Context: an optimization exercise on an open-source flow, tuned for small area. The choices shown serve that exercise and are no tape-out recipe.
The RTL was checked by simulation tests, not by an equivalence proof against the original design.
Power figures rest on the tool's default switching activity, not on a simulated workload.

==> flow/design.v <==
`default_nettype none
package collect_pkg;
  typedef logic [7:0] sample_t;
  typedef enum logic [1:0] {
    SRC_NONE = 2'd0,   
    SRC_ADC  = 2'd1,
    SRC_UDP  = 2'd2,
    SRC_LINK = 2'd3
  } src_sel_e;
  typedef enum logic {
    PKT_IDLE = 1'b0,   
    PKT_SEND = 1'b1    
  } pkt_state_e;
  localparam int NUM_KEYS = 4;
  localparam int DEF_CNT_MAX = 999_999;
  localparam int DEF_FIFO_DEPTH = 64;
  localparam int DEF_PKT_LEN = 16;
  localparam int DEF_CREDITS = 8;
endpackage
`default_nettype wire
`default_nettype none
`timescale 1ns/100ps
module key_filter (
  input  logic sys_clk,
  input  logic sys_rst_n,
  input  logic key_in,     
  output logic key_flag    
);
  localparam logic [19:0] S_START = 20'hd7fd9;   
  localparam logic [19:0] S_END   = 20'h2aaaa;   
  logic [19:0] cnt;
  assign key_flag = (cnt == S_END);
  always_ff @(posedge sys_clk) begin
    if (key_in || !sys_rst_n) cnt <= S_START;
    else                      cnt <= {~cnt[18:0], ~(cnt[19] ^ cnt[16] ^ key_flag)};
  end
endmodule
`default_nettype wire
`default_nettype none
`timescale 1ns/100ps
module source_select (
  input  logic                          sys_clk,
  input  logic                          sys_rst_n,
  input  logic [collect_pkg::NUM_KEYS-1:0] key_flag,
  input  collect_pkg::sample_t          adc_data,
  input  logic                          adc_valid,
  input  collect_pkg::sample_t          udp_rx_data,
  input  logic                          udp_rx_valid,
  input  collect_pkg::sample_t          link_data,
  input  logic                          link_valid,
  output collect_pkg::sample_t          pick_data,    
  output logic                          pick_valid,
  output logic                          tx_en
);
  logic [3:0] mode;   
  always_ff @(posedge sys_clk) begin
    if (!sys_rst_n) mode <= '0;
    else            mode <= mode ^ key_flag;
  end
  assign tx_en = mode[0];
  assign pick_valid = mode[1] ? adc_valid : mode[2] ? udp_rx_valid : mode[3] & link_valid;
  assign pick_data  = mode[1] ? adc_data  : mode[2] ? udp_rx_data  : link_data;
endmodule
`default_nettype wire
`default_nettype none
`timescale 1ns/100ps
module sample_fifo (
  input  logic                 sys_clk,
  input  logic                 sys_rst_n,
  input  collect_pkg::sample_t pick_data,
  input  logic                 pick_valid,
  input  logic                 rd_en,       
  output collect_pkg::sample_t head_data,   
  output logic                 full,        
  output logic                 pkt_ready,   
  output logic                 overflow
);
  collect_pkg::sample_t mem [64];
  logic [6:0] top;     
  logic       pend;    
  logic       drop;    
  logic       full_next;
  logic       shift;
  assign full      = (top == 7'd63) && !pend;
  assign pkt_ready = !top[6] && ((top[5:4] != 2'd0) || (top[3:0] == 4'd15 && !pend));
  assign full_next = (top == 7'd63) && !rd_en;
  assign shift     = pick_valid && !full_next;
  always_ff @(posedge sys_clk) begin
    if (!sys_rst_n) begin
      top  <= '1;
      pend <= 1'b0;
      drop <= 1'b0;
    end else begin
      top  <= top + 7'(shift) - 7'(rd_en);
      pend <= shift;
      drop <= pick_valid && full_next;
    end
  end
  always_ff @(posedge sys_clk or negedge sys_rst_n) begin
    if (!sys_rst_n)  overflow <= 1'b0;
    else if (drop)   overflow <= 1'b1;   
  end
  always_ff @(posedge sys_clk) begin
    if (shift) begin
      mem[0] <= pick_data;
      for (int i = 1; i < 64; i++) mem[i] <= mem[i-1];
    end
  end
  logic [7:0]  lo_n, hi_n;   
  logic [63:0] sel;
  always_comb begin
    for (int j = 0; j < 8; j++) begin
      lo_n[j] = (top[2:0] != 3'(j));
      hi_n[j] = (top[5:3] != 3'(j));
    end
  end
  for (genvar i = 0; i < 64; i++) begin : g_sel
    gate_nor2 u_sel (.a(hi_n[i/8]), .b(lo_n[i%8]), .y(sel[i]));
  end
  for (genvar b = 0; b < 8; b++) begin : g_rd
    logic [21:0] p_n;   
    logic [5:0]  q;
    for (genvar k = 0; k < 21; k++) begin : g_p
      gate_aoi222 u_p (
        .a1(mem[3*k][b]),   .a2(sel[3*k]),
        .b1(mem[3*k+1][b]), .b2(sel[3*k+1]),
        .c1(mem[3*k+2][b]), .c2(sel[3*k+2]),
        .y (p_n[k]));
    end
    gate_nand2 u_p21 (.a(mem[63][b]), .b(sel[63]), .y(p_n[21]));
    for (genvar k = 0; k < 5; k++) begin : g_q
      gate_nand4 u_q (.a(p_n[4*k]), .b(p_n[4*k+1]), .c(p_n[4*k+2]), .d(p_n[4*k+3]), .y(q[k]));
    end
    gate_nand2 u_q5 (.a(p_n[20]), .b(p_n[21]), .y(q[5]));
    assign head_data[b] = |q;
  end
endmodule
`default_nettype wire
module gate_nor2 (input logic a, b, output logic y);
  assign y = !(a || b);
endmodule
module gate_nand2 (input logic a, b, output logic y);
  assign y = !(a && b);
endmodule
module gate_nand4 (input logic a, b, c, d, output logic y);
  assign y = !(a && b && c && d);
endmodule
module gate_aoi222 (input logic a1, a2, b1, b2, c1, c2, output logic y);
  assign y = !((a1 && a2) || (b1 && b2) || (c1 && c2));
endmodule
`default_nettype wire
`default_nettype none
`timescale 1ns/100ps
module pkt_sender (
  input  logic                 sys_clk,
  input  logic                 sys_rst_n,
  input  logic                 tx_en,
  input  logic                 pkt_ready,   
  input  collect_pkg::sample_t head_data,
  output logic                 rd_en,
  input  logic                 tx_credit,   
  output collect_pkg::sample_t tx_data,
  output logic                 tx_valid,
  output logic                 tx_sop,
  output logic                 tx_eop
);
  logic       sending;
  logic [3:0] byte_cnt;   
  logic [3:0] used;       
  logic       send;
  assign send  = sending && !used[3];
  assign rd_en = send;
  always_ff @(posedge sys_clk) begin
    if (!sys_rst_n) begin
      sending  <= 1'b0;
      byte_cnt <= '0;
      used     <= '0;
    end else begin
      if (!sending) begin
        if (tx_en && pkt_ready) sending <= 1'b1;
      end else if (send && byte_cnt == 4'd15) begin
        sending <= 1'b0;
      end
      if (send) byte_cnt <= byte_cnt + 1'b1;
      used <= used + 4'(send) - 4'(tx_credit);
    end
  end
  always_ff @(posedge sys_clk or negedge sys_rst_n) begin
    if (!sys_rst_n) tx_valid <= 1'b0;
    else            tx_valid <= send;
  end
  always_ff @(posedge sys_clk) begin
    tx_data <= head_data;
  end
  assign tx_sop = tx_valid && byte_cnt == 4'd1;
  assign tx_eop = tx_valid && byte_cnt == 4'd0;
endmodule
`default_nettype wire
`default_nettype none
`timescale 1ns/100ps
module collect_top (
  input  logic                             sys_clk,
  input  logic                             sys_rst_n,
  input  logic [collect_pkg::NUM_KEYS-1:0] keys,          
  input  collect_pkg::sample_t             adc_data,
  input  logic                             adc_valid,
  input  collect_pkg::sample_t             udp_rx_data,
  input  logic                             udp_rx_valid,
  input  collect_pkg::sample_t             link_data,
  input  logic                             link_valid,
  input  logic                             tx_credit,
  output collect_pkg::sample_t             tx_data,
  output logic                             tx_valid,
  output logic                             tx_sop,
  output logic                             tx_eop,
  output logic                             overflow
);
  logic [collect_pkg::NUM_KEYS-1:0] key_flag;
  collect_pkg::sample_t             pick_data;
  logic                             pick_valid;
  logic                             tx_en;
  collect_pkg::sample_t             head_data;
  logic                             full;
  logic                             pkt_ready;
  logic                             rd_en;
  for (genvar i = 0; i < collect_pkg::NUM_KEYS; i++) begin : g_key
    key_filter key_filter_inst (
      .sys_clk  (sys_clk),
      .sys_rst_n(sys_rst_n),
      .key_in   (keys[i]),
      .key_flag (key_flag[i])
    );
  end
  source_select source_select_inst (
    .sys_clk     (sys_clk),
    .sys_rst_n   (sys_rst_n),
    .key_flag    (key_flag),
    .adc_data    (adc_data),
    .adc_valid   (adc_valid),
    .udp_rx_data (udp_rx_data),
    .udp_rx_valid(udp_rx_valid),
    .link_data   (link_data),
    .link_valid  (link_valid),
    .pick_data   (pick_data),
    .pick_valid  (pick_valid),
    .tx_en       (tx_en)
  );
  sample_fifo sample_fifo_inst (
    .sys_clk   (sys_clk),
    .sys_rst_n (sys_rst_n),
    .pick_data (pick_data),
    .pick_valid(pick_valid),
    .rd_en     (rd_en),
    .head_data (head_data),
    .full      (full),
    .pkt_ready (pkt_ready),
    .overflow  (overflow)
  );
  pkt_sender pkt_sender_inst (
    .sys_clk  (sys_clk),
    .sys_rst_n(sys_rst_n),
    .tx_en    (tx_en),
    .pkt_ready(pkt_ready),
    .head_data(head_data),
    .rd_en    (rd_en),
    .tx_credit(tx_credit),
    .tx_data  (tx_data),
    .tx_valid (tx_valid),
    .tx_sop   (tx_sop),
    .tx_eop   (tx_eop)
  );
endmodule
`default_nettype wire
==> flow/flow/run.sh <==
#!/bin/bash
# Layout flow: the standard flow (standard.sh) with these changes:
#  - Yosys's abc step maps the logic with the area-oriented script in
#    flow/abc_speed.script (the registers are mapped before abc, as standard);
#  - clock tree synthesis uses the buffers and clustering given below and
#    inserts no dummy loads;
#  - every input and output port still gets its own buffer, a buf_1;
#  - the single-gate modules of the fifo's read port (gate_*) are kept apart
#    while Yosys maps the logic, so each becomes one cell; the netlist is
#    flattened after synthesis as standard.
# Each tool's full output is in the ORFS logs under orfs/logs; make's own
# output is in standard_flow.log.
set -euo pipefail
W=$(pwd)
rm -rf "$W/scripts_mod"
cp -r "$FLOW_HOME/scripts" "$W/scripts_mod"
cp "$W/flow/abc_speed.script" "$W/scripts_mod/abc_speed.script"
bash "$W/standard.sh" SCRIPTS_DIR="$W/scripts_mod" \
  "CTS_ARGS=-sink_clustering_enable -repair_clock_nets -dont_use_dummy_load -buf_list sky130_fd_sc_hd__clkbuf_8 -sink_clustering_size 18 -sink_clustering_max_diameter 60" \
  "SYNTH_KEEP_MODULES=gate_nor2 gate_nand2 gate_nand4 gate_aoi222" \
  "BUFFER_PORTS_ARGS=-buffer_cell sky130_fd_sc_hd__buf_1" \
  finish > "$W/standard_flow.log" 2>&1
==> flow/flow/abc_speed.script <==
&get -n
&st
&dch
&nf -a
&put
topo
stime -c
==> flow/standard.sh <==
#!/bin/bash
# synth_recipe.tcl (not shown) runs the flow's synth.tcl, then flattens the netlist and writes it again
# the make line also repeats each setting of config.mk as NAME=value (left out here)
make -C /OpenROAD-flow-scripts/flow DESIGN_CONFIG=/design/flow/config.mk WORK_HOME=/design/flow/orfs CLKGATE_MAP_FILE= SYNTH_SCRIPT=/design/flow/synth_recipe.tcl "${@:-finish}"
==> flow/config.mk <==
export PLATFORM = sky130hd
export DESIGN_NAME = collect_top
export DESIGN_NICKNAME = collect_top
export VERILOG_FILES = /design/flow/design.v
export SDC_FILE = /design/flow/constraint.sdc
export NUM_CORES = 4
export LEC_CHECK = 0
export CAP_MARGIN = 20
export CORE_MARGIN = 2
export CORE_UTILIZATION = 40
export SLEW_MARGIN = 20
==> flow/constraint.sdc <==
create_clock -name core_clock -period 4.0 [get_ports {sys_clk}]
set_input_delay 0.8000 -clock core_clock [delete_from_list [all_inputs] [get_ports {sys_clk}]]
set_output_delay 0.8000 -clock core_clock [all_outputs]
set_load 0.01 [all_outputs]
==> results.cfg, run 1 <==
[finish]
nets = 1374
final_layout_size_suffix_gt1_share_pct = 4.41
final_util_pct = 43.5
fillers = 4742
area_delta_synth_final_pct = 8.12
antenna_cells = 0

[setup_path]
slowest_stage = dfxtp_1
critPathMaxFanout = 9
critical_path_class = reg -> reg
cp-startpoint = sample_fifo_inst.top[1]$_SDFF_PN1_
cp_cell_sequence = clkinv_1 > nand3_1 > nor2_1 > a222oi_1 > nand4_1 > nor4_1 > nand2_1
r2r_start = sample_fifo_inst.top[1]$_SDFF_PN1_
end_kind = register
arrival_ns = 3.55
cp_slowest_stage_delay_ns = 0.52
rr_worst_depth = 7
crit_required_ns = 4.51
worstSetupStartpointType = register

[sta]
grt_setup_unrepaired = no
drv_slew = 0
hold_viol = 0
tightest_slew_ns = 1.16
setup_viol = 0
finalSetupTns_ns = 0
relSlewSlack_pct = 22.5
fmaxAchievable_mhz = 329
min_period_over_period_pct = 75.9
clock_skew_ns = 0.0793
finalCriticalPeriod_ns = 3.04

[power_and_ir_drop]
ir_drop_mv = 0.219
p_leak_nw = 6.82
p_per_area_mw_per_mm2 = 425

[synthesis]
synth-seq-cells = 624
synth_top_area_share_pct = 71.2
yosys_warnings = 6
synth-edff-count = 512
synthCells = 1220
avgSynthCellArea_um2 = 17.7
ys_seq_area_share_pct = 81.7
synth_flop_cell = edfxtp_1
netlist_area_mm2 = 0.0216
synth_area_leader_cell = edfxtp_1
syn_nets = 1276
synth_cell_types = 36
synth_area_leaders = edfxtp_1 (71%), dfxtp_1 (10%), a222oi_1 (7.8%)
synthArstFlopShare_pct = 0.321

[cts]
cts_buffers = 44
insertion_delay_ns = 0.63
clkTransAtPathRegs_ns = 0.11
h-tree-depth = 2
cts_resized = 0
hold_buffers = 0
cts_tree = built
cts-root-buf = clkbuf_8
cts_setup_buffers = 0
ctsLongestPathBuffers = 3
cts.sinks = 624

[drt]
routed_via_density = 5.95
num_vias = 12000
post_drt_wl_per_cell_um = 22.1
postRouteAntennaNets = 0
dr.pass1.iters = 11
routed_wl_mm = 44.5
drc_errors = 0
drt-initial-drc-count = 2362

[outcome]
outcome = finished clean

[flow_run]
cap_violations = 0

[floorplanning]
dieArea_mm2 = 0.0558
coreArea_mm2 = 0.0536
die_width_um = 236
io_pins = 46
die_h_um = 236
num_rows = 85
initial_core_util_pct = 40.3

[global_route]
grt_overflow_total = 0
antenna_found_initial = 0
grt_pass1_vias = 11400
grt_usage_pct = 15.5
grt_max_degree = 202
grt_pass1_wl_mm = 67.1

[place]
dpl.hpwl_mm = 29.4
port_buffers = 45
gp_congestion = 0.866

[min_path]
hold_class = in -> async
## final timing paths
check                                                        endpoint  slack [ns]
max reg2reg                        pkt_sender_inst.tx_data[0]$_DFF_P_        0.96
min in group core_clock    g_key[1].key_filter_inst.cnt[4]$_SDFF_PP1_        0.37
min                             sample_fifo_inst.overflow$_DFFE_PN0P_        0.12
max                                pkt_sender_inst.tx_data[0]$_DFF_P_        0.96
min reg2reg                g_key[1].key_filter_inst.cnt[4]$_SDFF_PP1_        0.37
max in group asynchronous          pkt_sender_inst.tx_valid$_DFF_PN0_        3.62
## Yosys stat by module, one instance, submodules excluded
module,cells inside,copies in the design,flip-flops and latches,cell area [um2]
gate_nand4,1,40,0,6.26
collect_top,932,1,624,19400
gate_nor2,1,64,0,3.75
gate_aoi222,1,168,0,10.0
gate_nand2,1,16,0,3.75
## per-stage QoR
step	area, um2	cells	worst slack [ns]	total power [mW]	hold slack (ns)
final	23300	2012	0.964	9.91	0.117
after global routing	23300	2012	0.784	10.3	0.0829
after CTS	23300	2012	0.902	10.0	0.0580
after detailed placement	22700	1968	0.933	7.23	0.363
after global placement	22700	1968	1.03	7.22	0.358
after floorplan	21600	1220	-7.53	7.19	0.352
## layout by cell type, fill, tap and decap left out, types with 2 or more instances in the layout
master and n:
nor2_1 106, xnor2_1 3, a222oi_1 168, clkinv_1 23, and2_0 2, edfxtp_1 512
nor4_1 16, buf_1 45, nand3_1 12, nand3b_1 2, or4_1 3, and3_1 4
a21oi_1 9, dfxtp_1 110, buf_12 2, a41oi_1 2, clkbuf_8 44, dfrtp_1 2
xor2_1 8, and4b_1 2, a21oi_2 2, mux2i_1 8, a21o_1 3, o21ai_0 19
nand2_1 109, nand2b_1 7, o31a_1 3, buf_4 5, ha_1 20, nor3_1 2
o21a_1 4, nand4_1 45
## power breakdown
part / internal [mW] / total, mW / switching, mW
combinational: 0.0424 / 0.0974 / 0.0550
clock: 0.991 / 2.83 / 1.84
sequential: 6.96 / 6.98 / 0.0245
## cell families (layout without fill, tap and decap cells)
| group | count (synthesis) | count (layout) | share of synthesized area [%] |
|---|---|---|---|
| AOI/OAI and AO/OA | 213 | 213 | 9.03 |
| xor gates and xnor gates | 11 | 11 | 0.446 |
| adders and majority gates | 22 | 22 | 1.34 |
| buffers and inverters | 25 | 121 | 0.435 |
| DFF | 624 | 624 | 81.7 |
| muxes | 8 | 8 | 0.371 |
| and+or+nand+nor | 317 | 317 | 6.72 |
## worst max-delay path, delay by kind of cell, from the launching register on
family          cells  cell delay, ns
compound gates      1            0.46
flops               1            0.52
simple gates        5            1.75
buf+inv             1            0.19
## sequential cells by signal (all words and copies together) (netlist names)
register,count
pkt_sender_inst.tx_data,8
pkt_sender_inst.used,4
g_key.key_filter_inst.cnt,80
sample_fifo_inst.overflow,1
pkt_sender_inst.sending,1
source_select_inst.mode,4
sample_fifo_inst.mem,512
sample_fifo_inst.drop,1
pkt_sender_inst.byte_cnt,4
sample_fifo_inst.pend,1
pkt_sender_inst.tx_valid,1
sample_fifo_inst.top,7
## cell type report
cell class | count | area (um2) | area share (%)
Sequential cell | 624 | 17600 | 75.5
Multi-Input combinational cell | 571 | 3890 | 16.7
Tap cell | 696 | 871 | 3.73
Clock buffer | 44 | 606 | 2.59
Timing Repair Buffer | 52 | 246 | 1.06
Inverter | 25 | 100 | 0.429
## cell usage after synthesis, types with 4 or more instances
library cell	count
a21oi_1	12
a222oi_1	168
and3_1	4
clkinv_1	25
dfxtp_1	110
edfxtp_1	512
ha_1	20
mux2i_1	8
nand2_1	110
nand2b_1	7
nand3_1	12
nand4_1	45
nor2_1	106
nor4_1	16
o21a_1	4
o21ai_0	19
xor2_1	8
## per-layer routing
metal | global-route usage [%] | wire [um]
met4 | 4.87 | 955
met3 | 4.39 | 4410
met2 | 22.8 | 19600
met1 | 22.1 | 19600
met5 | 0 | 0
==> run 2: changes to the inputs <==
--- a/flow/design.v
+++ b/flow/design.v
@@ -85,13 +85,27 @@
   assign pkt_ready = !top[6] && ((top[5:4] != 2'd0) || (top[3:0] == 4'd15 && !pend));
   assign full_next = (top == 7'd63) && !rd_en;
   assign shift     = pick_valid && !full_next;
+  logic       up, dn;
+  logic [6:0] top_flip;
+  assign up = shift && !rd_en;
+  assign dn = rd_en && !shift;
+  always_comb begin
+    logic ones, zeros;   
+    ones  = 1'b1;
+    zeros = 1'b1;
+    for (int i = 0; i < 7; i++) begin
+      top_flip[i] = (up && ones) || (dn && zeros);
+      ones  = ones && top[i];
+      zeros = zeros && !top[i];
+    end
+  end
   always_ff @(posedge sys_clk) begin
     if (!sys_rst_n) begin
       top  <= '1;
       pend <= 1'b0;
       drop <= 1'b0;
     end else begin
-      top  <= top + 7'(shift) - 7'(rd_en);
+      top  <= top ^ top_flip;
       pend <= shift;
       drop <= pick_valid && full_next;
     end
@@ -170,6 +184,23 @@
   logic       send;
   assign send  = sending && !used[3];
   assign rd_en = send;
+  logic [3:0] cnt_flip, used_flip;
+  logic       up, dn;
+  assign up = send && !tx_credit;
+  assign dn = tx_credit && !send;
+  always_comb begin
+    logic cnt_ones, ones, zeros;   
+    cnt_ones = 1'b1;
+    ones     = 1'b1;
+    zeros    = 1'b1;
+    for (int i = 0; i < 4; i++) begin
+      cnt_flip[i]  = send && cnt_ones;
+      used_flip[i] = (up && ones) || (dn && zeros);
+      cnt_ones = cnt_ones && byte_cnt[i];
+      ones     = ones && used[i];
+      zeros    = zeros && !used[i];
+    end
+  end
   always_ff @(posedge sys_clk) begin
     if (!sys_rst_n) begin
       sending  <= 1'b0;
@@ -181,8 +212,8 @@
       end else if (send && byte_cnt == 4'd15) begin
         sending <= 1'b0;
       end
-      if (send) byte_cnt <= byte_cnt + 1'b1;
-      used <= used + 4'(send) - 4'(tx_credit);
+      byte_cnt <= byte_cnt ^ cnt_flip;
+      used     <= used ^ used_flip;
     end
   end
   always_ff @(posedge sys_clk or negedge sys_rst_n) begin
--- a/flow/flow/run.sh
+++ b/flow/flow/run.sh
@@ -16,7 +16,7 @@
 cp -r "$FLOW_HOME/scripts" "$W/scripts_mod"
 cp "$W/flow/abc_speed.script" "$W/scripts_mod/abc_speed.script"
 bash "$W/standard.sh" SCRIPTS_DIR="$W/scripts_mod" \
-  "CTS_ARGS=-sink_clustering_enable -repair_clock_nets -dont_use_dummy_load -buf_list sky130_fd_sc_hd__clkbuf_8 -sink_clustering_size 18 -sink_clustering_max_diameter 60" \
+  "CTS_ARGS=-sink_clustering_enable -repair_clock_nets -dont_use_dummy_load -buf_list sky130_fd_sc_hd__clkbuf_8 -sink_clustering_size 20 -sink_clustering_max_diameter 50" \
   "SYNTH_KEEP_MODULES=gate_nor2 gate_nand2 gate_nand4 gate_aoi222" \
   "BUFFER_PORTS_ARGS=-buffer_cell sky130_fd_sc_hd__buf_1" \
   finish > "$W/standard_flow.log" 2>&1
==> run 2 against run 1 <==
Effect of this change: first-iteration DRC count shrank 11%; global-route usage grew 0.084 points; design area shrank 0.56%; critical path depth grew 2; area after synthesis shrank 0.92%; clock skew grew 0.0062 ns; highest routed layer unchanged.
==> results.cfg, run 2 <==
[outcome]
outcome = finished clean

[synthesis]
avgSynthCellArea_um2 = 18.0
synth_cell_types = 39
yosys_warnings = 6
netlist_area_mm2 = 0.0214
synth_area_leaders = edfxtp_1 (72%), dfxtp_1 (10%), a222oi_1 (7.9%)
synth-seq-cells = 624
synth_top_area_share_pct = 71.9
syn_nets = 1230
synthCells = 1190
ys_top_cells_by_count = edfxtp_1 (512), a222oi_1 (168), dfxtp_1 (110), nor2_1 (107), nand2_1 (106)
ys_seq_area_share_pct = 82.4
synth_area_leader_cell = edfxtp_1
synth_flop_cell = edfxtp_1
synthArstFlopShare_pct = 0.321
yosysMostFrequentCell = edfxtp_1
synth-edff-count = 512

[sta]
drv_slew = 0
postLayoutSetupSlackWorst_ns = 0.837
hold_ws_ns = 0.0867
tightest_slew_ns = 1.16
relSlewSlack_pct = 22.4
hold_viol = 0
setup_viol = 0
fmaxAchievable_mhz = 316
clock_skew_ns = 0.0855
min_period_over_period_pct = 79.1
grt_setup_unrepaired = no
finalCriticalPeriod_ns = 3.16
finalSetupTns_ns = 0

[flow_run]
cap_violations = 0

[setup_path]
critical_path_class = reg -> reg
crit_required_ns = 4.52
worstSetupStartpointType = register
end_kind = register
arrival_ns = 3.68
critPathMaxFanout = 10

[drt]
drt-initial-drc-count = 2100
routed_wl_mm = 44.1
num_vias = 11700
wl_met2_mm = 19.7
drc_errors = 0
post_drt_wl_per_cell_um = 22.3
highest_layer = met4
dr.pass1.iters = 11
wl_met1_mm = 19.7
wl_met3_mm = 3.99
postRouteAntennaNets = 0
routed_via_density = 5.92

[global_route]
antenna_found_initial = 0
grt_pass1_vias = 11300
grt_pass1_wl_mm = 67.3
grt_overflow_total = 0
grt_usage_pct = 15.5
grt_max_degree = 201

[place]
dpl.hpwl_mm = 29.0
dp_worst_setup_slack_ns = 0.874
port_buffers = 45
gp_congestion = 0.864
placedCellCount = 1933

[power_and_ir_drop]
p_leak_nw = 6.72
p_per_area_mw_per_mm2 = 428
ir_drop_mv = 0.253

[finish]
final_cell_mix = edfxtp_1 (512), a222oi_1 (168), dfxtp_1 (110)
final_util_pct = 44.0
fillers = 4642
reg_top3 = sample_fifo_inst.mem x512, g_key.key_filter_inst.cnt x80, pkt_sender_inst.tx_data x8
final_cells = 1980
largest_register_ffs = 512
largest_register = sample_fifo_inst.mem
antenna_cells = 0
final_common_cell = edfxtp_1
final_layout_size_suffix_gt1_share_pct = 4.95
nets = 1334
area_delta_synth_final_pct = 8.51

[cts]
cts_resized = 0
ctsLongestPathBuffers = 3
hold_buffers = 0
cts.sinks = 624
cts_setup_buffers = 0
insertion_delay_ns = 0.67
cts_tree = built
clkTransAtPathRegs_ns = 0.10
cts_buffers = 47
cts-root-buf = clkbuf_8
h-tree-depth = 2

[floorplanning]
initial_core_util_pct = 40.5
die_width_um = 235
dieArea_mm2 = 0.0553
num_rows = 84
die_h_um = 235
io_pins = 46
coreArea_mm2 = 0.0528

[min_path]
hold_class = in -> async
run 2: cell count changes after synthesis, sizes merged, moves of 4 or more:
cell	change
nand3	-6
clkinv	-17
ha	-14
nand2	-4
a21oi	-6
run 2: final cells by class:
class                   count  area [um2]  share of cell area, %
clock buffers              47         647                   2.79
flip-flops and latches    624       17600                   75.9
multi-input cells         558        3760                   16.2
repair buffers             55         282                   1.21
well taps                 688         861                   3.71
inverters                   8        30.0                  0.129
run 2: worst max-delay path, stage by stage (launching register included):
cell      delay, ns
dfxtp_1        0.52
nand3_1        0.43
or4_1          0.66
and2_4         0.21
clkinv_1       0.06
ha_2           0.18
or4b_4         0.50
nor4_1         0.26
o31a_1         0.16
nand2_1        0.05
run 2: through the flow:
step / cell area [um2] / total power, mW
after floorplan: 21400 / 7.16
after CTS: 23200 / 10.1
after global placement: 22600 / 7.18
after detailed placement: 22600 / 7.19
final: 23200 / 9.95
after global routing: 23200 / 10.3
run 2: routing by layer:
layer | GRT usage, % | up-vias
met2 | 23.4 | 544
met3 | 3.39 | 62
met4 | 4.13 | 0
met5 | 0 | -
met1 | 22.9 | 5898
li1 | - | 5220
run 2: final timing paths:
check	from	end	slack [ns]	cells past startpoint
worst max-delay path	sample_fifo_inst.top[4]$_SDFF_PN1_	sample_fifo_inst.top[6]$_SDFF_PN1_	0.84	9
max in group asynchronous	sys_rst_n	sample_fifo_inst.overflow$_DFFE_PN0P_	3.67	2
worst min register to register	g_key[2].key_filter_inst.cnt[17]$_SDFF_PP0_	g_key[2].key_filter_inst.cnt[18]$_SDFF_PP1_	0.34	1
worst min-delay path	sys_rst_n	pkt_sender_inst.tx_valid$_DFF_PN0_	0.09	2
worst max register to register	sample_fifo_inst.top[4]$_SDFF_PN1_	sample_fifo_inst.top[6]$_SDFF_PN1_	0.84	9
min in group core_clock	g_key[2].key_filter_inst.cnt[17]$_SDFF_PP0_	g_key[2].key_filter_inst.cnt[18]$_SDFF_PP1_	0.34	1
run 2: modules after synthesis (local to each module, per instance):
module | flops+latches | copies in the design | area (um2)
collect_top | 624 | 1 | 19200
gate_nand2 | 0 | 16 | 3.75
gate_nor2 | 0 | 64 | 3.75
gate_nand4 | 0 | 40 | 6.26
gate_aoi222 | 0 | 168 | 10.0
run 2: kinds of logic (layout without fill, tap and decap cells):
logic type / count (synthesis) / in the layout / share of synthesized area (%)
fa+ha+maj: 6 / 6 / 0.351
mux: 12 / 12 / 0.567
xor+xnor: 12 / 12 / 0.491
compound gates: 205 / 205 / 8.93
buf+inv: 8 / 110 / 0.140
simple gates: 323 / 323 / 7.12
flops: 624 / 624 / 82.4
run 2: power by group:
group	switching [mW]	internal, mW	total (mW)
Sequential	0.0206	6.95	6.97
Clock	1.85	1.05	2.91
Combinational	0.0370	0.0280	0.0651
Total	1.91	8.03	9.95
==> run 3: changes to the inputs <==
--- a/flow/flow/run.sh
+++ b/flow/flow/run.sh
@@ -16,7 +16,7 @@
 cp -r "$FLOW_HOME/scripts" "$W/scripts_mod"
 cp "$W/flow/abc_speed.script" "$W/scripts_mod/abc_speed.script"
 bash "$W/standard.sh" SCRIPTS_DIR="$W/scripts_mod" \
-  "CTS_ARGS=-sink_clustering_enable -repair_clock_nets -dont_use_dummy_load -buf_list sky130_fd_sc_hd__clkbuf_8 -sink_clustering_size 20 -sink_clustering_max_diameter 50" \
+  "CTS_ARGS=-sink_clustering_enable -repair_clock_nets -dont_use_dummy_load -buf_list sky130_fd_sc_hd__clkbuf_16 -sink_clustering_size 40 -sink_clustering_max_diameter 60" \
   "SYNTH_KEEP_MODULES=gate_nor2 gate_nand2 gate_nand4 gate_aoi222" \
   "BUFFER_PORTS_ARGS=-buffer_cell sky130_fd_sc_hd__buf_1" \
   finish > "$W/standard_flow.log" 2>&1
==> run 3 against run 2 <==
Effect of this change: still clean on timing, DRC and antenna; flip-flop and latch count is the same; die area stayed put; worst hold slack improved by 0.073 ns; routed wire length down 0.38%; largest power group unchanged.
==> results.cfg, run 3 <==
[sta]
min_period_over_period_pct = 78.3
hold_viol = 0
relSlewSlack_pct = 21.8
hold_ws_ns = 0.160
clock_skew_ns = 0.0640
drv_slew = 0
finalCriticalPeriod_ns = 3.13
grt_setup_unrepaired = no
fmaxAchievable_mhz = 319
setup_viol = 0
tightest_slew_ns = 1.17

[finish]
fillers = 4607
reg_top3 = sample_fifo_inst.mem x512, g_key.key_filter_inst.cnt x80, pkt_sender_inst.tx_data x8
final_cells = 1968
nets = 1322
final_layout_size_suffix_gt1_share_pct = 4.06
final_util_pct = 44.4
area_delta_synth_final_pct = 9.58
final_cell_mix = edfxtp_1 (512), a222oi_1 (168), dfxtp_1 (110)
ff_latch_area_mm2 = 0.0176
antenna_cells = 0
multiInputGateArea_mm2 = 0.00376
final_common_cell = edfxtp_1
largest_register = sample_fifo_inst.mem
largest_register_ffs = 512

[cts]
cts_setup_buffers = 0
cts-root-buf = clkbuf_16
hold_buffers = 0
clkTransAtPathRegs_ns = 0.12
cts_tree = built
cts.sinks = 624
h-tree-depth = 2
cts_resized = 0
cts_buffers = 35
ctsLongestPathBuffers = 3
insertion_delay_ns = 0.59

[synthesis]
synth_area_leaders = edfxtp_1 (72%), dfxtp_1 (10%), a222oi_1 (7.9%)
avgSynthCellArea_um2 = 18.0
synthCells = 1190
synth-seq-cells = 624
yosys_warnings = 6
synth_cell_types = 39
syn_nets = 1230
synthArstFlopShare_pct = 0.321
ys_seq_area_share_pct = 82.4
synth_top_area_share_pct = 71.9
synth_area_leader_cell = edfxtp_1
synth-edff-count = 512
ys_top_cells_by_count = edfxtp_1 (512), a222oi_1 (168), dfxtp_1 (110), nor2_1 (107), nand2_1 (106)
synth_flop_cell = edfxtp_1
netlist_area_mm2 = 0.0214
yosysMostFrequentCell = edfxtp_1

[floorplanning]
coreArea_mm2 = 0.0528
dieArea_mm2 = 0.0553
die_width_um = 235
num_rows = 84
die_h_um = 235
io_pins = 46
initial_core_util_pct = 40.5

[global_route]
antenna_found_initial = 0
grt_max_degree = 201
grt_usage_pct = 15.4
grt_pass1_vias = 11100
grt_pass1_wl_mm = 66.8
grt_overflow_total = 0

[place]
placedCellCount = 1933
gp_congestion = 0.864
port_buffers = 45
dpl.hpwl_mm = 29.0

[power_and_ir_drop]
p_per_area_mw_per_mm2 = 448
total_power_mw = 10.5
ir_drop_mv = 0.264
p_leak_nw = 6.82

[setup_path]
crit_required_ns = 4.41
arrival_ns = 3.55
critical_path_class = reg -> reg
cp_slowest_stage_delay_ns = 0.65
slowest_stage = or4_1
worstSetupStartpointType = register
end_kind = register
critPathMaxFanout = 10
cp_cell_sequence = nand3_1 > or4_1 > and2_4 > clkinv_1 > ha_2 > or4b_4 > nor4_1 > o31a_1 > nand2_1

[drt]
dr.pass1.iters = 10
postRouteAntennaNets = 0
drt-initial-drc-count = 2103
routed_wl_mm = 43.9
post_drt_wl_per_cell_um = 22.3
num_vias = 11800
routed_via_density = 6.01
drc_errors = 0

[flow_run]
cap_violations = 0

[min_path]
hold_class = in -> async

[outcome]
outcome = finished clean
[run 3: cell counts after synthesis]
No cell type changed its count.
[run 3: power by group]
part           total, mW  switching (mW)  internal, mW  leakage (nW)
Clock               3.46            1.89          1.57         0.431
Combinational     0.0649          0.0369        0.0280          1.24
Sequential          6.97          0.0204          6.95          5.15
Total               10.5            1.95          8.55          6.82
[run 3: cell type report]
cell class / instances / share of cell area [%]
Clock buffer: 35 / 3.74
Timing Repair Buffer: 55 / 1.20
Sequential cell: 624 / 75.2
Inverter: 8 / 0.128
Multi-Input combinational cell: 558 / 16.1
Tap cell: 688 / 3.67
[run 3: metal layers]
| metal | vias up | part of all wire (%) | GRT usage, % |
|---|---|---|---|
| met3 | 53 | 9.1 | 3.19 |
| met4 | 0 | 1.6 | 3.84 |
| met1 | 6000 | 44 | 22.7 |
| met2 | 556 | 45 | 23.5 |
| li1 | 5212 | - | - |
| met5 | - | 0 | 0 |
[run 3: cells by family after synthesis]
logic type               Yosys count  synth area share [%]
AO/OA/AOI/OAI                    205                  8.93
multiplexers                      12                 0.567
XOR/XNOR                          12                 0.491
buffers and inverters              8                 0.140
flip-flops                       624                  82.4
AND/OR/NAND/NOR                  323                  7.12
adder cells (fa/ha/maj)            6                 0.351
[run 3: final timing paths]
check	from	to	slack (ns)	cells past startpoint
min in group core_clock	g_key[2].key_filter_inst.cnt[3]$_SDFF_PP1_	g_key[2].key_filter_inst.cnt[4]$_SDFF_PP1_	0.35	1
max in group asynchronous	sys_rst_n	sample_fifo_inst.overflow$_DFFE_PN0P_	3.59	2
hold reg to reg	g_key[2].key_filter_inst.cnt[3]$_SDFF_PP1_	g_key[2].key_filter_inst.cnt[4]$_SDFF_PP1_	0.35	1
hold / removal	sys_rst_n	pkt_sender_inst.tx_valid$_DFF_PN0_	0.16	2
setup / recovery	sample_fifo_inst.top[4]$_SDFF_PN1_	sample_fifo_inst.top[6]$_SDFF_PN1_	0.87	9
setup reg to reg	sample_fifo_inst.top[4]$_SDFF_PN1_	sample_fifo_inst.top[6]$_SDFF_PN1_	0.87	9
[run 3: through the flow]
| step | instance area [um2] | setup slack [ns] | setup TNS, ns |
|---|---|---|---|
| after detailed placement | 22600 | 0.874 | 0 |
| final | 23400 | 0.868 | 0 |
| after global routing | 23400 | 0.664 | 0 |
| after floorplan | 21400 | -2.06 | -596.18 |
| after CTS | 23400 | 0.893 | 0 |
| after global placement | 22600 | 0.900 | 0 |
[run 3: Yosys stat by module, one instance, submodules excluded]
| module | cells | flip-flops and latches |
|---|---|---|
| gate_aoi222 | 1 | 0 |
| gate_nand2 | 1 | 0 |
| collect_top | 902 | 624 |
| gate_nand4 | 1 | 0 |
| gate_nor2 | 1 | 0 |
[run 3: critical path, delay by kind of cell (launching register included)]
family | cells | cell delay, ns
buf+inv | 1 | 0.06
flops | 1 | 0.50
simple gates | 6 | 2.08
fa+ha+maj | 1 | 0.18
compound gates | 1 | 0.16
==> run 4: changes to the inputs <==
--- a/flow/flow/run.sh
+++ b/flow/flow/run.sh
@@ -16,7 +16,7 @@
 cp -r "$FLOW_HOME/scripts" "$W/scripts_mod"
 cp "$W/flow/abc_speed.script" "$W/scripts_mod/abc_speed.script"
 bash "$W/standard.sh" SCRIPTS_DIR="$W/scripts_mod" \
-  "CTS_ARGS=-sink_clustering_enable -repair_clock_nets -dont_use_dummy_load -buf_list sky130_fd_sc_hd__clkbuf_16 -sink_clustering_size 40 -sink_clustering_max_diameter 60" \
+  "CTS_ARGS=-sink_clustering_enable -repair_clock_nets -dont_use_dummy_load -buf_list {sky130_fd_sc_hd__clkbuf_4 sky130_fd_sc_hd__clkbuf_8} -sink_clustering_size 18 -sink_clustering_max_diameter 60" \
   "SYNTH_KEEP_MODULES=gate_nor2 gate_nand2 gate_nand4 gate_aoi222" \
   "BUFFER_PORTS_ARGS=-buffer_cell sky130_fd_sc_hd__buf_1" \
   finish > "$W/standard_flow.log" 2>&1
==> run 4 against run 3 <==
Effect of this change: first-iteration DRC count is 2.9% higher; die area did not move; non-clock buffer count did not move; critical endpoint unchanged.
==> results.cfg, run 4 <==
[finish]
final_cell_mix = edfxtp_1 (512), a222oi_1 (168), dfxtp_1 (110)
final_common_cell = edfxtp_1
antenna_cells = 0
area_delta_synth_final_pct = 8.25
final_layout_size_suffix_gt1_share_pct = 4.66
nets = 1330
largest_register = sample_fifo_inst.mem
largest_register_ffs = 512
reg_top3 = sample_fifo_inst.mem x512, g_key.key_filter_inst.cnt x80, pkt_sender_inst.tx_data x8
fillers = 4639

[sta]
finalCriticalPeriod_ns = 3.14
tightest_slew_ns = 1.11
grt_setup_unrepaired = no
relSlewSlack_pct = 26.3
clock_skew_ns = 0.0565
min_period_over_period_pct = 78.6
finalSetupTns_ns = 0
drv_slew = 0
fmaxAchievable_mhz = 318
setup_viol = 0
hold_viol = 0

[synthesis]
avgSynthCellArea_um2 = 18.0
synth_cell_types = 39
synth_area_leaders = edfxtp_1 (72%), dfxtp_1 (10%), a222oi_1 (7.9%)
yosysMostFrequentCell = edfxtp_1
synth-edff-count = 512
synthCells = 1190
ys_seq_area_share_pct = 82.4
synth-seq-cells = 624
synth_flop_cell = edfxtp_1
netlist_area_mm2 = 0.0214
ys_top_cells_by_count = edfxtp_1 (512), a222oi_1 (168), dfxtp_1 (110), nor2_1 (107), nand2_1 (106)
syn_nets = 1230
synth_area_leader_cell = edfxtp_1
yosys_warnings = 6
synth_top_area_share_pct = 71.9
synthArstFlopShare_pct = 0.321

[power_and_ir_drop]
p_leak_nw = 6.70
p_per_area_mw_per_mm2 = 426
ir_drop_mv = 0.217
total_power_mw = 9.86

[setup_path]
arrival_ns = 3.66
cp_slowest_stage_delay_ns = 0.66
crit_required_ns = 4.51
critical_path_class = reg -> reg
critPathMaxFanout = 10
cpLargestDelayFamily = simple AND/OR/NAND/NOR gates
path_buf_inv = 1
cp-startpoint = sample_fifo_inst.top[4]$_SDFF_PN1_
worstSetupStartpointType = register
end_kind = register
r2r_start = sample_fifo_inst.top[4]$_SDFF_PN1_
slowest_stage = or4_1
rr_worst_depth = 9
cp_cell_sequence = nand3_1 > or4_1 > and2_4 > clkinv_1 > ha_2 > or4b_4 > nor4_1 > o31a_1 > nand2_1
critical_path_depth = 9

[cts]
h-tree-depth = 2
hold_buffers = 0
cts_tree = built
insertion_delay_ns = 0.65
clkTransAtPathRegs_ns = 0.10
cts_resized = 0
ctsLongestPathBuffers = 3
cts_setup_buffers = 0
cts.sinks = 624
cts-root-buf = clkbuf_8
cts_buffers = 43

[drt]
num_vias = 11800
routed_via_density = 5.95
routed_wl_mm = 44.1
postRouteAntennaNets = 0
dr.pass1.iters = 10
drc_errors = 0
post_drt_wl_per_cell_um = 22.3
drt-initial-drc-count = 2165

[floorplanning]
dieArea_mm2 = 0.0553
coreArea_mm2 = 0.0528
die_width_um = 235
initial_core_util_pct = 40.5
die_h_um = 235
io_pins = 46
num_rows = 84

[global_route]
grt_pass1_vias = 11200
antenna_found_initial = 0
grt_usage_pct = 15.4
grt_overflow_total = 0
grt_pass1_wl_mm = 66.9
grt_max_degree = 201

[outcome]
outcome = finished clean

[place]
port_buffers = 45
gp_congestion = 0.864
dpl.hpwl_mm = 29.0

[flow_run]
cap_violations = 0

[min_path]
hold_class = in -> async
run 4: cell families (layout without fill, tap and decap cells):
kind of cell             after synthesis  in the layout  share of synthesized area, %
AO/OA/AOI/OAI                        205            205                          8.93
multiplexers                          12             12                         0.567
adder cells (fa/ha/maj)                6              6                         0.351
XOR/XNOR                              12             12                         0.491
AND/OR/NAND/NOR                      323            323                          7.12
flip-flops                           624            624                          82.4
buffers and inverters                  8            106                         0.140
run 4: final cells by class:
class / instances / area [um2] / area share, %
clock buffer: 43 / 592 / 2.56
inverter: 8 / 30.0 / 0.130
multi-input combinational: 558 / 3760 / 16.3
sequential: 624 / 17600 / 76.1
tap: 688 / 861 / 3.72
timing repair buffer: 55 / 282 / 1.22
run 4: power breakdown:
group          internal [mW]  switching (mW)  total (mW)
registers               6.95          0.0206        6.97
logic                 0.0280          0.0371      0.0652
clock network          0.970            1.85        2.82
total                   7.95            1.91        9.86
run 4: worst paths after layout:
kind	to	slack (ns)
setup / recovery	sample_fifo_inst.top[6]$_SDFF_PN1_	0.86
hold / removal	pkt_sender_inst.tx_valid$_DFF_PN0_	0.13
setup reg to reg	sample_fifo_inst.top[6]$_SDFF_PN1_	0.86
hold reg to reg	g_key[3].key_filter_inst.cnt[14]$_SDFF_PP1_	0.38
max in group asynchronous	sample_fifo_inst.overflow$_DFFE_PN0P_	3.67
min in group core_clock	g_key[3].key_filter_inst.cnt[14]$_SDFF_PP1_	0.38
run 4: worst register-to-register path: stages, from the launching register on:
cell and delay (ns):
dfxtp_1 0.52, nand3_1 0.43, or4_1 0.66, and2_4 0.21, clkinv_1 0.06, ha_2 0.18
or4b_4 0.50, nor4_1 0.26, o31a_1 0.16, nand2_1 0.05
run 4: routing by layer:
metal	global-route usage [%]	share of wire, %
met5	0	0
met4	4.01	1.7
met3	3.21	8.3
met2	23.4	45
met1	22.7	45
run 4: per-module statistics from Yosys (local to each module, per instance):
module / cells inside / times used / flops+latches / area (um2)
collect_top: 902 / 1 / 624 / 19200
gate_aoi222: 1 / 168 / 0 / 10.0
gate_nand2: 1 / 16 / 0 / 3.75
gate_nand4: 1 / 40 / 0 / 6.26
gate_nor2: 1 / 64 / 0 / 3.75
run 4: through the flow:
stage | instances | hold WS, ns | setup WS [ns] | utilization [%] | area [um2]
CTS | 1976 | 0.0736 | 0.909 | 43.9 | 23200
global route | 1976 | 0.115 | 0.686 | 43.9 | 23200
global placement | 1933 | 0.361 | 0.900 | 42.8 | 22600
floorplan | 1190 | 0.353 | -2.06 | - | 21400
finish | 1976 | 0.127 | 0.858 | 43.9 | 23200
detailed placement | 1933 | 0.364 | 0.874 | 42.8 | 22600
==> run 5: changes to the inputs <==
--- a/flow/flow/run.sh
+++ b/flow/flow/run.sh
@@ -16,7 +16,7 @@
 cp -r "$FLOW_HOME/scripts" "$W/scripts_mod"
 cp "$W/flow/abc_speed.script" "$W/scripts_mod/abc_speed.script"
 bash "$W/standard.sh" SCRIPTS_DIR="$W/scripts_mod" \
-  "CTS_ARGS=-sink_clustering_enable -repair_clock_nets -dont_use_dummy_load -buf_list {sky130_fd_sc_hd__clkbuf_4 sky130_fd_sc_hd__clkbuf_8} -sink_clustering_size 18 -sink_clustering_max_diameter 60" \
+  "CTS_ARGS=-sink_clustering_enable -repair_clock_nets -dont_use_dummy_load -buf_list sky130_fd_sc_hd__clkbuf_8 -sink_clustering_size 18 -sink_clustering_max_diameter 60" \
   "SYNTH_KEEP_MODULES=gate_nor2 gate_nand2 gate_nand4 gate_aoi222" \
   "BUFFER_PORTS_ARGS=-buffer_cell sky130_fd_sc_hd__buf_1" \
   finish > "$W/standard_flow.log" 2>&1
--- a/flow/config.mk
+++ b/flow/config.mk
@@ -7,5 +7,6 @@
 export LEC_CHECK = 0
 export CAP_MARGIN = 20
 export CORE_MARGIN = 2
-export CORE_UTILIZATION = 40
+export CORE_UTILIZATION = 65
+export PLACE_DENSITY = 0.75
 export SLEW_MARGIN = 20
==> run 5 against run 4 <==
Effect of this change: utilization is 26 points higher; clock-buffer cell count is 2 lower; clock power is 5% lower; sequential power hardly changed; synthesized cell count stayed put; area after synthesis stayed put; critical path type unchanged; highest routed layer unchanged.
==> results.cfg, run 5 <==
[outcome]
outcome = finished clean

[cts]
cts.sinks = 624
hold_buffers = 0
h-tree-depth = 2
cts_resized = 0
cts_setup_buffers = 0
insertion_delay_ns = 0.59
cts_buffers = 41
ctsLongestPathBuffers = 3
cts_tree = built
clkTransAtPathRegs_ns = 0.11
cts-root-buf = clkbuf_8

[floorplanning]
coreArea_mm2 = 0.0325
initial_core_util_pct = 65.9
die_h_um = 185
num_rows = 66
io_pins = 46
die_width_um = 185
dieArea_mm2 = 0.0344

[synthesis]
synth-seq-cells = 624
synth_top_area_share_pct = 71.9
yosysMostFrequentCell = edfxtp_1
synth_flop_cell = edfxtp_1
synth_area_leaders = edfxtp_1 (72%), dfxtp_1 (10%), a222oi_1 (7.9%)
syn_nets = 1230
synth-edff-count = 512
ys_top_cells_by_count = edfxtp_1 (512), a222oi_1 (168), dfxtp_1 (110), nor2_1 (107), nand2_1 (106)
synthCells = 1190
yosys_warnings = 6
avgSynthCellArea_um2 = 18.0
netlist_area_mm2 = 0.0214
synth_area_leader_cell = edfxtp_1
synth_cell_types = 39
ys_seq_area_share_pct = 82.4
synthArstFlopShare_pct = 0.321

[setup_path]
arrival_ns = 3.61
rr_worst_depth = 9
worstSetupStartpointType = register
critPathMaxFanout = 10
cp-startpoint = sample_fifo_inst.top[5]$_SDFF_PN1_
crit_required_ns = 4.45
r2r_start = sample_fifo_inst.top[5]$_SDFF_PN1_
critical_path_class = reg -> reg
end_kind = register

[finish]
final_cells = 1726
final_layout_size_suffix_gt1_share_pct = 4.36
antenna_cells = 0
final_cell_mix = edfxtp_1 (512), a222oi_1 (168), dfxtp_1 (110)
area_delta_synth_final_pct = 6.62
final_common_cell = edfxtp_1
final_util_pct = 70.3
postLayoutCellArea_mm2 = 0.0228
multiInputGateArea_mm2 = 0.00376
fillers = 1995
nets = 1326
largest_register = sample_fifo_inst.mem
largest_register_ffs = 512
reg_top3 = sample_fifo_inst.mem x512, g_key.key_filter_inst.cnt x80, pkt_sender_inst.tx_data x8
ff_latch_area_mm2 = 0.0176

[drt]
routed_wl_mm = 42.2
drc_errors = 0
dr.pass1.iters = 13
post_drt_wl_per_cell_um = 24.4
num_vias = 11900
postRouteAntennaNets = 0
drt-initial-drc-count = 2092
routed_via_density = 6.92

[global_route]
grt_overflow_total = 0
grt_pass1_vias = 11100
grt_usage_pct = 24.4
grt_pass1_wl_mm = 63.6
grt_max_degree = 206
antenna_found_initial = 0

[flow_run]
cap_violations = 0

[place]
dp_worst_setup_slack_ns = 0.955
placedCellCount = 1685
placed_area_mm2 = 0.0222
gp_congestion = 0.857
port_buffers = 45
dpl.hpwl_mm = 27.1

[power_and_ir_drop]
total_power_mw = 9.73
p_leak_nw = 6.67
ir_drop_mv = 0.341
p_per_area_mw_per_mm2 = 427

[sta]
postLayoutSetupSlackWorst_ns = 0.846
hold_viol = 0
clock_skew_ns = 0.0543
relSlewSlack_pct = 20.1
finalSetupTns_ns = 0
tightest_slew_ns = 1.20
min_period_over_period_pct = 78.9
grt_setup_unrepaired = no
fmaxAchievable_mhz = 317
drv_slew = 0
hold_ws_ns = 0.166
setup_viol = 0
finalCriticalPeriod_ns = 3.15

[min_path]
hold_class = in -> async
run 5: cell count changes in the layout (fill, tap and decap cells not counted):
cell,before,now
buf_4,7,5
clkbuf_8,43,41
run 5: critical path: stages, from the launching register on:
cell and delay [ns]:
dfxtp_1 0.53, nand3_1 0.36, or4_1 0.63, and2_4 0.22, clkinv_1 0.07, ha_2 0.18, or4b_4 0.51, nor4_1 0.31
o31a_1 0.18, nand2_1 0.05
run 5: path summary, 6_finish.rpt:
check,endpoint,slack [ns]
min reg2reg,g_key[2].key_filter_inst.cnt[18]$_SDFF_PP1_,0.37
max,sample_fifo_inst.top[6]$_SDFF_PN1_,0.85
max in group asynchronous,sample_fifo_inst.overflow$_DFFE_PN0P_,3.62
max reg2reg,sample_fifo_inst.top[6]$_SDFF_PN1_,0.85
min in group core_clock,g_key[2].key_filter_inst.cnt[18]$_SDFF_PP1_,0.37
min,pkt_sender_inst.tx_valid$_DFF_PN0_,0.17
run 5: area by class of cell:
type / count / share of cell area, %
Timing Repair Buffer: 53 / 1.17
Clock buffer: 41 / 2.47
Multi-Input combinational cell: 558 / 16.5
Tap cell: 442 / 2.42
Sequential cell: 624 / 77.3
Inverter: 8 / 0.132
run 5: modules after synthesis, one instance, submodules excluded:
module | cells inside | flip-flops and latches | times used
collect_top | 902 | 624 | 1
gate_aoi222 | 1 | 0 | 168
gate_nand4 | 1 | 0 | 40
gate_nand2 | 1 | 0 | 16
gate_nor2 | 1 | 0 | 64
run 5: layer usage:
metal  global-route usage (%)  routed length, um
met1                     36.6              17900
met2                     37.5              19400
met3                     4.46               3790
met4                     6.79               1060
met5                        0                  0
run 5: power by group:
group	total [mW]	switching (mW)	leakage, nW	internal (mW)
combinational	0.0665	0.0384	1.23	0.0281
clock	2.69	1.76	0.295	0.928
sequential	6.97	0.0209	5.15	6.95
total	9.73	1.82	6.67	7.91
run 5: cell families after synthesis:
logic type      count (synthesis)  share of synthesized area (%)
fa+ha+maj                       6                          0.351
compound gates                205                           8.93
simple gates                  323                           7.12
xor+xnor                       12                          0.491
buf+inv                         8                          0.140
flops                         624                           82.4
mux                            12                          0.567
==> run 6: changes to the inputs <==
--- a/flow/config.mk
+++ b/flow/config.mk
@@ -7,6 +7,5 @@
 export LEC_CHECK = 0
 export CAP_MARGIN = 20
 export CORE_MARGIN = 2
-export CORE_UTILIZATION = 65
-export PLACE_DENSITY = 0.75
+export CORE_UTILIZATION = 55
 export SLEW_MARGIN = 20
==> run 6 against run 5 <==
Effect of this change: still clean on timing, DRC and antenna; register-to-register slack better by 0.05 ns; worst hold slack got worse by 0.045 ns; design area increased by 0.62%.
==> results.cfg, run 6 <==
[setup_path]
critical_path_class = reg -> reg
worstSetupStartpointType = register
cp_cell_sequence = nand3_1 > or4_1 > and2_4 > clkinv_1 > ha_2 > or4b_4 > nor4_1 > o31a_1 > nand2_1
reg2reg_to = sample_fifo_inst.top[6]$_SDFF_PN1_
slowest_stage = or4_1
end_kind = register
arrival_ns = 3.61
rr_worst_depth = 9
r2r_start = sample_fifo_inst.top[3]$_SDFF_PN1_
ff2ff_setup_slack_ns = 0.90
critPathMaxFanout = 16
crit_required_ns = 4.51
cp_slowest_stage_delay_ns = 0.62

[synthesis]
synth-edff-count = 512
netlist_area_mm2 = 0.0214
synth_cell_types = 39
synth_flop_cell = edfxtp_1
avgSynthCellArea_um2 = 18.0
ys_top_cells_by_count = edfxtp_1 (512), a222oi_1 (168), dfxtp_1 (110), nor2_1 (107), nand2_1 (106)
synthCells = 1190
ys_seq_area_share_pct = 82.4
yosysMostFrequentCell = edfxtp_1
synth_area_leaders = edfxtp_1 (72%), dfxtp_1 (10%), a222oi_1 (7.9%)
syn_nets = 1230
synth-seq-cells = 624
synthArstFlopShare_pct = 0.321
synth_top_area_share_pct = 71.9
yosys_warnings = 6
synth_area_leader_cell = edfxtp_1

[finish]
final_common_cell = edfxtp_1
final_cells = 1809
final_util_pct = 59.5
final_layout_size_suffix_gt1_share_pct = 4.88
antenna_cells = 0
area_delta_synth_final_pct = 7.28
nets = 1333
largest_register = sample_fifo_inst.mem
final_cell_mix = edfxtp_1 (512), a222oi_1 (168), dfxtp_1 (110)
fillers = 2984
reg_top3 = sample_fifo_inst.mem x512, g_key.key_filter_inst.cnt x80, pkt_sender_inst.tx_data x8
largest_register_ffs = 512

[floorplanning]
initial_core_util_pct = 55.5
coreArea_mm2 = 0.0386
num_rows = 72
die_width_um = 201
dieArea_mm2 = 0.0405
die_h_um = 201
io_pins = 46

[cts]
h-tree-depth = 2
hold_buffers = 0
cts_buffers = 42
clkTransAtPathRegs_ns = 0.12
cts-root-buf = clkbuf_8
ctsLongestPathBuffers = 3
cts_setup_buffers = 0
cts.sinks = 624
cts_tree = built
cts_resized = 0
insertion_delay_ns = 0.63

[global_route]
busiest_layer = met2
grt_pass1_wl_mm = 67.8
grt_max_degree = 149
grt_util_met1_pct = 32.7
grt_usage_pct = 21.9
grt_pass1_vias = 11400
grt_overflow_total = 0
antenna_found_initial = 0
grt_use_met2_pct = 32.8
met3_usage_pct = 3.50

[drt]
drt-initial-drc-count = 2171
routed_wl_mm = 44.2
drc_errors = 0
dr.pass1.iters = 9
num_vias = 11800
post_drt_wl_per_cell_um = 24.5
postRouteAntennaNets = 0
routed_via_density = 6.52

[sta]
clock_skew_ns = 0.0378
postLayoutSetupSlackWorst_ns = 0.900
fmaxAchievable_mhz = 323
finalCriticalPeriod_ns = 3.10
hold_viol = 0
drv_slew = 0
tightest_slew_ns = 0.960
finalSetupTns_ns = 0
min_period_over_period_pct = 77.5
setup_viol = 0
grt_setup_unrepaired = no
relSlewSlack_pct = 36.0

[place]
placedCellCount = 1767
dp_worst_setup_slack_ns = 0.851
gp_congestion = 0.807
port_buffers = 45
dpl.hpwl_mm = 28.6

[power_and_ir_drop]
p_switching_mw = 1.90
clkPwrFrac_pct = 28.4
comb_power_share_pct = 0.7
p_leak_nw = 6.71
internal_power_mw = 7.93
p_seq_share_pct = 70.9
ir_drop_mv = 0.313
sw_frac_of_total_pct = 19.3
p_per_area_mw_per_mm2 = 428

[outcome]
outcome = finished clean

[min_path]
hold_class = in -> async

[flow_run]
cap_violations = 0
run 6: cell counts after synthesis:
Identical to the previous run, type by type.
run 6: per-stage QoR:
stage | power, mW | hold WS [ns] | instance area (um2)
after floorplan | 7.16 | 0.353 | 21400
after global placement | 7.19 | 0.360 | 22400
after detailed placement | 7.19 | 0.362 | 22400
after CTS | 9.94 | 0.0761 | 22900
after global routing | 10.2 | 0.101 | 22900
final | 9.83 | 0.121 | 22900
run 6: final cells by class:
type | instances | area, um2 | area share (%)
flip-flops and latches | 624 | 17600 | 76.8
multi-input cells | 558 | 3760 | 16.4
well taps | 518 | 648 | 2.82
inverters | 8 | 30.0 | 0.131
clock buffers | 42 | 578 | 2.52
repair buffers | 59 | 299 | 1.30
run 6: worst max-delay path by stage:
stage                                                       to  cells past startpoint                               start
after floorplan             sample_fifo_inst.top[6]$_SDFF_PN1_                      9                        udp_rx_valid
after global placement    sample_fifo_inst.mem[2][4]$_DFFE_PP_                      6                        udp_rx_valid
after detailed placement  sample_fifo_inst.mem[2][7]$_DFFE_PP_                      6                        udp_rx_valid
after CTS                   sample_fifo_inst.top[6]$_SDFF_PN1_                      9  sample_fifo_inst.top[3]$_SDFF_PN1_
after global routing        sample_fifo_inst.top[6]$_SDFF_PN1_                      9  sample_fifo_inst.top[4]$_SDFF_PN1_
final                       sample_fifo_inst.top[6]$_SDFF_PN1_                      9  sample_fifo_inst.top[3]$_SDFF_PN1_
run 6: Yosys stat by module (local to each module, per instance):
module	cells inside	flops+latches	copies in the design	area (um2)
gate_aoi222	1	0	168	10.0
gate_nor2	1	0	64	3.75
collect_top	902	624	1	19200
gate_nand2	1	0	16	3.75
gate_nand4	1	0	40	6.26
run 6: power groups by stage:
stage          clock network, mW  logic (mW)  registers, mW
6_report                    2.79      0.0656           6.97
5_1_grt                     3.13      0.0762           6.98
4_1_cts                     2.90      0.0671           6.97
3_5_place_dp                   0      0.0673           7.12
3_3_place_gp                   0      0.0655           7.12
2_1_floorplan                  0      0.0392           7.12
run 6: cell families after synthesis:
group           synth area share [%]
simple gates                    7.12
compound gates                  8.93
fa+ha+maj                      0.351
flops                           82.4
buf+inv                        0.140
xor+xnor                       0.491
mux                            0.567
run 6: layer usage:
layer	wire, um	vias up
li1	-	5223
met1	19500	5931
met2	19800	563
met3	3600	75
met4	1380	0
met5	0	-
run 6: worst max-delay path, delay by kind of cell (launching register included):
family / cells / cell delay, ns
DFF: 1 / 0.51
buffers and inverters: 1 / 0.07
and+or+nand+nor: 6 / 2.03
adders and majority gates: 1 / 0.18
AOI/OAI and AO/OA: 1 / 0.17
==> run 7: changes to the inputs <==
--- a/flow/config.mk
+++ b/flow/config.mk
@@ -7,5 +7,5 @@
 export LEC_CHECK = 0
 export CAP_MARGIN = 20
 export CORE_MARGIN = 2
-export CORE_UTILIZATION = 55
+export CORE_UTILIZATION = 40
 export SLEW_MARGIN = 20
==> run 7 against run 6 <==
Effect of this change: final cell count up 9.2%; largest power group unchanged; total power grew 0.29%; clock-buffer cell count is 1 higher; sequential power is essentially flat; critical path type unchanged; clock power about the same; highest routed layer unchanged.
==> results.cfg, run 7 <==
[synthesis]
synthArstFlopShare_pct = 0.321
ys_seq_area_share_pct = 82.4
synth_area_leaders = edfxtp_1 (72%), dfxtp_1 (10%), a222oi_1 (7.9%)
yosysMostFrequentCell = edfxtp_1
synthCells = 1190
synth-seq-cells = 624
synth_flop_cell = edfxtp_1
synth_cell_types = 39
synth_top_area_share_pct = 71.9
syn_nets = 1230
avgSynthCellArea_um2 = 18.0
synth-edff-count = 512
ys_top_cells_by_count = edfxtp_1 (512), a222oi_1 (168), dfxtp_1 (110), nor2_1 (107), nand2_1 (106)
yosys_warnings = 6
synth_area_leader_cell = edfxtp_1
netlist_area_mm2 = 0.0214

[setup_path]
cp_cell_sequence = nand3_1 > or4_1 > and2_4 > clkinv_1 > ha_2 > or4b_4 > nor4_1 > o31a_1 > nand2_1
end_kind = register
worstSetupStartpointType = register
crit_required_ns = 4.51
rr_worst_depth = 9
critPathMaxFanout = 10
critical_path_class = reg -> reg
path_buf_inv = 1
cp_slowest_stage_delay_ns = 0.66
cpLargestDelayFamily = simple AND/OR/NAND/NOR gates
slowest_stage = or4_1
critical_path_depth = 9
arrival_ns = 3.66

[global_route]
grt_pass1_wl_mm = 66.9
grt_usage_pct = 15.4
grt_max_degree = 201
antenna_found_initial = 0
grt_pass1_vias = 11200
grt_overflow_total = 0

[cts]
cts_resized = 0
hold_buffers = 0
cts-root-buf = clkbuf_8
ctsLongestPathBuffers = 3
h-tree-depth = 2
cts.sinks = 624
cts_buffers = 43
insertion_delay_ns = 0.65
cts_tree = built
cts_setup_buffers = 0
clkTransAtPathRegs_ns = 0.10

[drt]
drc_errors = 0
postRouteAntennaNets = 0
highest_layer = met4
post_drt_wl_per_cell_um = 22.3
routed_via_density = 5.95
dr.pass1.iters = 10
num_vias = 11800
wl_met2_mm = 19.7
wl_met1_mm = 20.0
routed_wl_mm = 44.1
drt-initial-drc-count = 2165
wl_met3_mm = 3.68

[sta]
finalSetupTns_ns = 0
tightest_slew_ns = 1.11
clock_skew_ns = 0.0565
fmaxAchievable_mhz = 318
relSlewSlack_pct = 26.3
grt_setup_unrepaired = no
setup_viol = 0
finalCriticalPeriod_ns = 3.14
drv_slew = 0
min_period_over_period_pct = 78.6
hold_viol = 0

[finish]
final_common_cell = edfxtp_1
area_delta_synth_final_pct = 8.25
largest_register_ffs = 512
final_layout_size_suffix_gt1_share_pct = 4.66
antenna_cells = 0
largest_register = sample_fifo_inst.mem
final_cell_mix = edfxtp_1 (512), a222oi_1 (168), dfxtp_1 (110)
final_util_pct = 43.9
nets = 1330
reg_top3 = sample_fifo_inst.mem x512, g_key.key_filter_inst.cnt x80, pkt_sender_inst.tx_data x8
postLayoutCellArea_mm2 = 0.0232

[floorplanning]
dieArea_mm2 = 0.0553
die_width_um = 235
io_pins = 46
num_rows = 84
die_h_um = 235
coreArea_mm2 = 0.0528
initial_core_util_pct = 40.5

[power_and_ir_drop]
p_leak_nw = 6.70
ir_drop_mv = 0.217
clkPwrFrac_pct = 28.6
p_switching_mw = 1.91
sw_frac_of_total_pct = 19.3
internal_power_mw = 7.95
p_per_area_mw_per_mm2 = 426
p_seq_share_pct = 70.7
comb_power_share_pct = 0.7

[outcome]
outcome = finished clean

[flow_run]
cap_violations = 0

[place]
port_buffers = 45
gp_congestion = 0.864
placed_area_mm2 = 0.0226
dpl.hpwl_mm = 29.0

[min_path]
hold_class = in -> async
run 7: final cells by class:
cell class	instances	area, um2
tap	688	861
clock buffer	43	592
timing repair buffer	55	282
multi-input combinational	558	3760
fill	4639	29600
inverter	8	30.0
sequential	624	17600
run 7: worst paths after layout:
check                                                       startpoint                                           to  slack, ns
max in group asynchronous                                    sys_rst_n        sample_fifo_inst.overflow$_DFFE_PN0P_       3.67
min reg2reg                g_key[3].key_filter_inst.cnt[13]$_SDFF_PP1_  g_key[3].key_filter_inst.cnt[14]$_SDFF_PP1_       0.38
max                                 sample_fifo_inst.top[4]$_SDFF_PN1_           sample_fifo_inst.top[6]$_SDFF_PN1_       0.86
min in group core_clock    g_key[3].key_filter_inst.cnt[13]$_SDFF_PP1_  g_key[3].key_filter_inst.cnt[14]$_SDFF_PP1_       0.38
max reg2reg                         sample_fifo_inst.top[4]$_SDFF_PN1_           sample_fifo_inst.top[6]$_SDFF_PN1_       0.86
min                                                          sys_rst_n           pkt_sender_inst.tx_valid$_DFF_PN0_       0.13
run 7: modules after synthesis (local to each module, per instance):
module       cells inside  flip-flops and latches
gate_nor2               1                       0
gate_aoi222             1                       0
gate_nand4              1                       0
collect_top           902                     624
gate_nand2              1                       0
run 7: power groups by stage:
stage	registers [mW]	clock network [mW]	logic (mW)
after floorplan	7.12	0	0.0392
after global placement	7.12	0	0.0633
after detailed placement	7.12	0	0.0668
after CTS	6.97	2.94	0.0667
after global routing	6.98	3.12	0.0760
final	6.97	2.82	0.0652
run 7: cell families after synthesis:
group / Yosys count / share of synthesized area, %
buffers and inverters: 8 / 0.140
AOI/OAI and AO/OA: 205 / 8.93
muxes: 12 / 0.567
DFF: 624 / 82.4
xor gates and xnor gates: 12 / 0.491
and+or+nand+nor: 323 / 7.12
adders and majority gates: 6 / 0.351
run 7: per-layer routing:
layer | track usage (%) | up-vias
li1 | - | 5207
met1 | 22.7 | 5964
met2 | 23.4 | 534
met3 | 3.21 | 52
met4 | 4.01 | 0
met5 | 0 | -
run 7: metrics by stage:
step	power [mW]	instances	hold slack, ns	worst slack, ns
after floorplan	7.16	1190	0.353	-2.06
after global placement	7.18	1933	0.361	0.900
after detailed placement	7.19	1933	0.364	0.874
after CTS	9.98	1976	0.0736	0.909
after global routing	10.2	1976	0.115	0.686
final	9.86	1976	0.127	0.858

afterwards: timing with drivers on the ports:
How much do the figures lean on ideal ports? The routed layouts below were timed once more, with nothing changed but the port constraints. Step 1 (the two cells are an assumption about what drives the block):
set clk [get_ports {sys_clk}]
set_driving_cell -lib_cell sky130_fd_sc_hd__clkbuf_16 $clk
set_driving_cell -lib_cell sky130_fd_sc_hd__buf_2 [delete_from_list [all_inputs] $clk]
Step 2 moves the port delays by t, midway between the first and last clock arrival at a register: inputs arrive t later, outputs are due t later. That takes back most of the time a late clock gives input paths. Three values: no drivers, after step 1, after step 2; two values: the first two.
run | shift t [ns] | slack for setup (ns) | worst hold slack (ns) | latest minus earliest clock arrival (ns)
run 1 | 0.649 | 0.964 / 0.964 / 0.954 | 0.117 / 0.088 / 0.371 | 0.089 / 0.088
run 2 | 0.679 | 0.837 / 0.837 / 0.837 | 0.087 / 0.059 / 0.343 | 0.087 / 0.087
run 3 | 0.612 | 0.868 / 0.868 / 0.868 | 0.160 / 0.126 / 0.348 | 0.069 / 0.070
run 4 | 0.679 | 0.858 / 0.858 / 0.858 | 0.127 / 0.097 / 0.381 | 0.056 / 0.056
run 5 | 0.614 | 0.846 / 0.846 / 0.846 | 0.166 / 0.147 / 0.372 | 0.057 / 0.056
run 6 | 0.664 | 0.900 / 0.900 / 0.880 | 0.121 / 0.096 / 0.358 | 0.046 / 0.046
run 7 | 0.679 | 0.858 / 0.858 / 0.858 | 0.127 / 0.097 / 0.381 | 0.056 / 0.056
After both steps setup and hold are still met in every run listed. The setup slack of run 6, which loses most, moves by 0.000 ns with the drivers and by -0.020 ns with both steps.
